Background: an optimization exercise with open tools, aiming at small area. Do not read the settings as production practice.
Function was checked by simulation only, so behaviour that the tests miss may differ from the original.
Power is estimated from default activity; no workload was simulated.

alpha:
==> flow/design.v (excerpt) <==
module regfile_top (
    input  logic          clk,
    input  logic          rst,
    input  logic [3:0]    rd_en,
    input  logic [19:0]   rd_addr,
    output logic [127:0]  rd_data,
    output logic [3:0]    rd_busy,
    input  logic [1:0]    wr_en,
    input  logic [9:0]    wr_addr,
    input  logic [63:0]   wr_data,
    input  logic          rsv_en,
    input  logic [4:0]    rsv_addr,
    output logic [31:0]   busy_vec
);
For scale: ~7100 cells after synthesis, about 1200 flip-flops, ~270 I/O pins, about 0.083 mm² of cells after synthesis.
clock: 5.0 ns
lec_check: 0
cap_margin: 0
core_margin: 2
core_utilization: 40
slew_margin: 0
standard.sh (not shown) runs the stock make flow with config.mk's settings and CLKGATE_MAP_FILE= SYNTH_SCRIPT=/design/flow/synth_recipe.tcl, a recipe that flattens the netlist after the stock synthesis.
==> flow/flow/run.sh <==
#!/bin/bash
# Standard ORFS layout (the standard.sh, unchanged synthesis) with:
#  - ports buffered with the smallest buffer instead of clkdlybuf4s50_1,
#  - power recovery (downsizing of non-critical gates) in global routing.
# The make output goes to flow.log; ORFS writes each step's log under orfs/logs.
set -uo pipefail
bash standard.sh \
  'BUFFER_PORTS_ARGS=-buffer_cell sky130_fd_sc_hd__buf_1' \
  'CTS_ARGS=-sink_clustering_enable -repair_clock_nets -dont_use_dummy_load -buf_list sky130_fd_sc_hd__clkbuf_8 -sink_clustering_size 15 -sink_clustering_max_diameter 50' \
  RECOVER_POWER=100 \
  finish > flow.log 2>&1
Final checks on alpha, whose flow otherwise completed, came back failing, citing capacitance limit, slew limit.
Setup changes, alpha to beta
# alpha
export LEC_CHECK = 0
export CAP_MARGIN = 0
export CORE_MARGIN = 2
export CORE_UTILIZATION = 40
export SLEW_MARGIN = 0
create_clock -name core_clock -period 5.0 [get_ports {clk}]
# beta
export LEC_CHECK = 0
export CAP_MARGIN = 20
export CORE_MARGIN = 2
export CORE_UTILIZATION = 40
export SLEW_MARGIN = 20
create_clock -name core_clock -period 5.0 [get_ports {clk}]
--- a/flow/flow/run.sh
+++ b/flow/flow/run.sh
@@ -4,2 +3,0 @@
-#  - power recovery (downsizing of non-critical gates) in global routing.
-# The make output goes to flow.log; ORFS writes each step's log under orfs/logs.
@@ -10 +7,0 @@
-  RECOVER_POWER=100 \
## What came out
- beta has completed all stages; timing, DRC and antenna checks passed.
- Although alpha finished all stages, its layout failed final checks on capacitance limit, slew limit.
- For routed wire length, alpha and beta come out practically identical.
- Met2 wirelength from detailed routing: higher on alpha
- As far as number of clock buffers in the layout goes, beta and alpha are indistinguishable; the numbers are identical.
- Number of fill cells of beta falls short of that of alpha slightly.
- Compared with alpha, in beta static power due to leakage higher; number of flip-flops and latches roughly the same; via count roughly the same; sequential share of layout area lower.
Inputs modified between beta and gamma:
# beta
export LEC_CHECK = 0
export CAP_MARGIN = 20
export CORE_MARGIN = 2
export CORE_UTILIZATION = 40
export SLEW_MARGIN = 20
create_clock -name core_clock -period 5.0 [get_ports {clk}]
# gamma
export LEC_CHECK = 0
export CAP_MARGIN = 20
export CORE_MARGIN = 2
export CORE_UTILIZATION = 50
export SLEW_MARGIN = 20
create_clock -name core_clock -period 5.0 [get_ports {clk}]
## What came out
The cell at the slowest stage of the critical path comes out sky130_fd_sc_hd__nor3_4 in one run and sky130_fd_sc_hd__buf_4 in the other, namely in gamma and beta respectively. Final cell count ended up 589 lower on gamma than on beta. Per the comparison of gamma with beta, sequential share of layout area was more or less identical, wire length of the first global-routing pass went down by 5000 µm.


Setup of oak:
regfile_top, a different RTL version from the one above (not shown whole).
Size in the first run: ~4,900 cells after synthesis, ~1,200 flip-flops, about 270 I/O pins, roughly 57,000 sq um of cells after synthesis.
## regfile_top
module regfile_top (
    input  logic          clk,
    input  logic          rst,
    input  logic [3:0]    rd_en,
    input  logic [19:0]   rd_addr,
    output logic [127:0]  rd_data,
    output logic [3:0]    rd_busy,
    input  logic [1:0]    wr_en,
    input  logic [9:0]    wr_addr,
    input  logic [63:0]   wr_data,
    input  logic          rsv_en,
    input  logic [4:0]    rsv_addr,
    output logic [31:0]   busy_vec
);
    regfile_mp #(
        .XLEN  (32),
        .NREGS (32),
        .NRD   (4),
        .NWR   (2)
    ) u_rf (
        .clk      (clk),
        .rst      (rst),
        .rd_en    (rd_en),
        .rd_addr  (rd_addr),
        .rd_data  (rd_data),
        .rd_busy  (rd_busy),
        .wr_en    (wr_en),
        .wr_addr  (wr_addr),
        .wr_data  (wr_data),
        .rsv_en   (rsv_en),
        .rsv_addr (rsv_addr),
        .busy_vec (busy_vec)
    );
endmodule
Settings: LEC_CHECK=0, CAP_MARGIN=0, CORE_MARGIN=2, CORE_UTILIZATION=35, MIN_ROUTING_LAYER=met2, SLEW_MARGIN=0, SYNTH_HIERARCHICAL=1, SYNTH_MINIMUM_KEEP_SIZE=0; clock period 5.0 ns.
==> flow/flow/run.sh <==
#!/bin/bash
# Standard ORFS layout (the standard.sh, unchanged synthesis) with:
#  - ports buffered with the smallest buffer instead of clkdlybuf4s50_1,
#  - power recovery (downsizing of non-critical gates) in global routing.
# The make output goes to flow.log; ORFS writes each step's log under orfs/logs.
set -uo pipefail
bash standard.sh \
  'BUFFER_PORTS_ARGS=-buffer_cell sky130_fd_sc_hd__buf_1' \
  'CTS_ARGS=-sink_clustering_enable -repair_clock_nets -dont_use_dummy_load -buf_list sky130_fd_sc_hd__clkbuf_8 -sink_clustering_size 15 -sink_clustering_max_diameter 50' \
  RECOVER_POWER=100 \
  finish > flow.log 2>&1
oak did not make it past 5_1_grt, where a tool error ended it.
### oak -> pine
- changing CORE_UTILIZATION from 35 to 20
Findings:
- For pine, the flow was terminated by a tool error in 5_1_grt and produced no final design.
- Reported for pine and oak, xor and xnor fraction of the mapped netlist area turned out identical to the last digit.
- Any difference in average size of a mapped cell between oak and pine is small enough to ignore.
- Delta (pine minus oak): vertical extent of the die now larger, fraction of the yosys area taken by sequential cells did not really move.
- oak → pine: initial standard-cell utilization of the core down 15 points, area of placed instances climbed about 2.8%.
- Sort pine and oak by worst slack at placement, descending, and pine comes first.
- From oak to pine the numbers moved as follows: final HPWL from detailed placement barely changed, die width shows an increase of about 32%, count of port buffers added during placement ~0 delta.

## separate check: timing with driven ports
Ports are ideal in the flow. The routed layouts listed here were re-timed in OpenROAD.
Step 1 sets driving cells, clkbuf_16 on the clock port and buf_2 on the other inputs (assumed; they add their load-dependent delay and slew).
Step 2 times the ports against the registers' clock, not the clock port: input delays grow and output delays shrink by t, the midpoint of the rising clock arrivals with the driver on.
Three values: ideal ports, drivers, drivers and shift; two values: the first two.
run | t (ns) | slack for setup (ns) | hold slack, ns | slew at the worst register clock pin (ns) | pins driven straight from the clock port
alpha | 1.036 | 0.424 / 0.498 / -0.538 | 0.498 / 0.458 / 0.498 | 0.11 / 0.11 | 1
beta | 1.040 | 1.347 / 1.340 / 0.299 | 0.497 / 0.469 / 0.497 | 0.11 / 0.11 | 1
gamma | 1.033 | 1.350 / 1.413 / 0.380 | 0.495 / 0.476 / 0.495 | 0.10 / 0.10 | 1
For beta, which loses most, drivers alone change the setup slack by -0.007 ns; drivers and shift together by -1.048 ns.
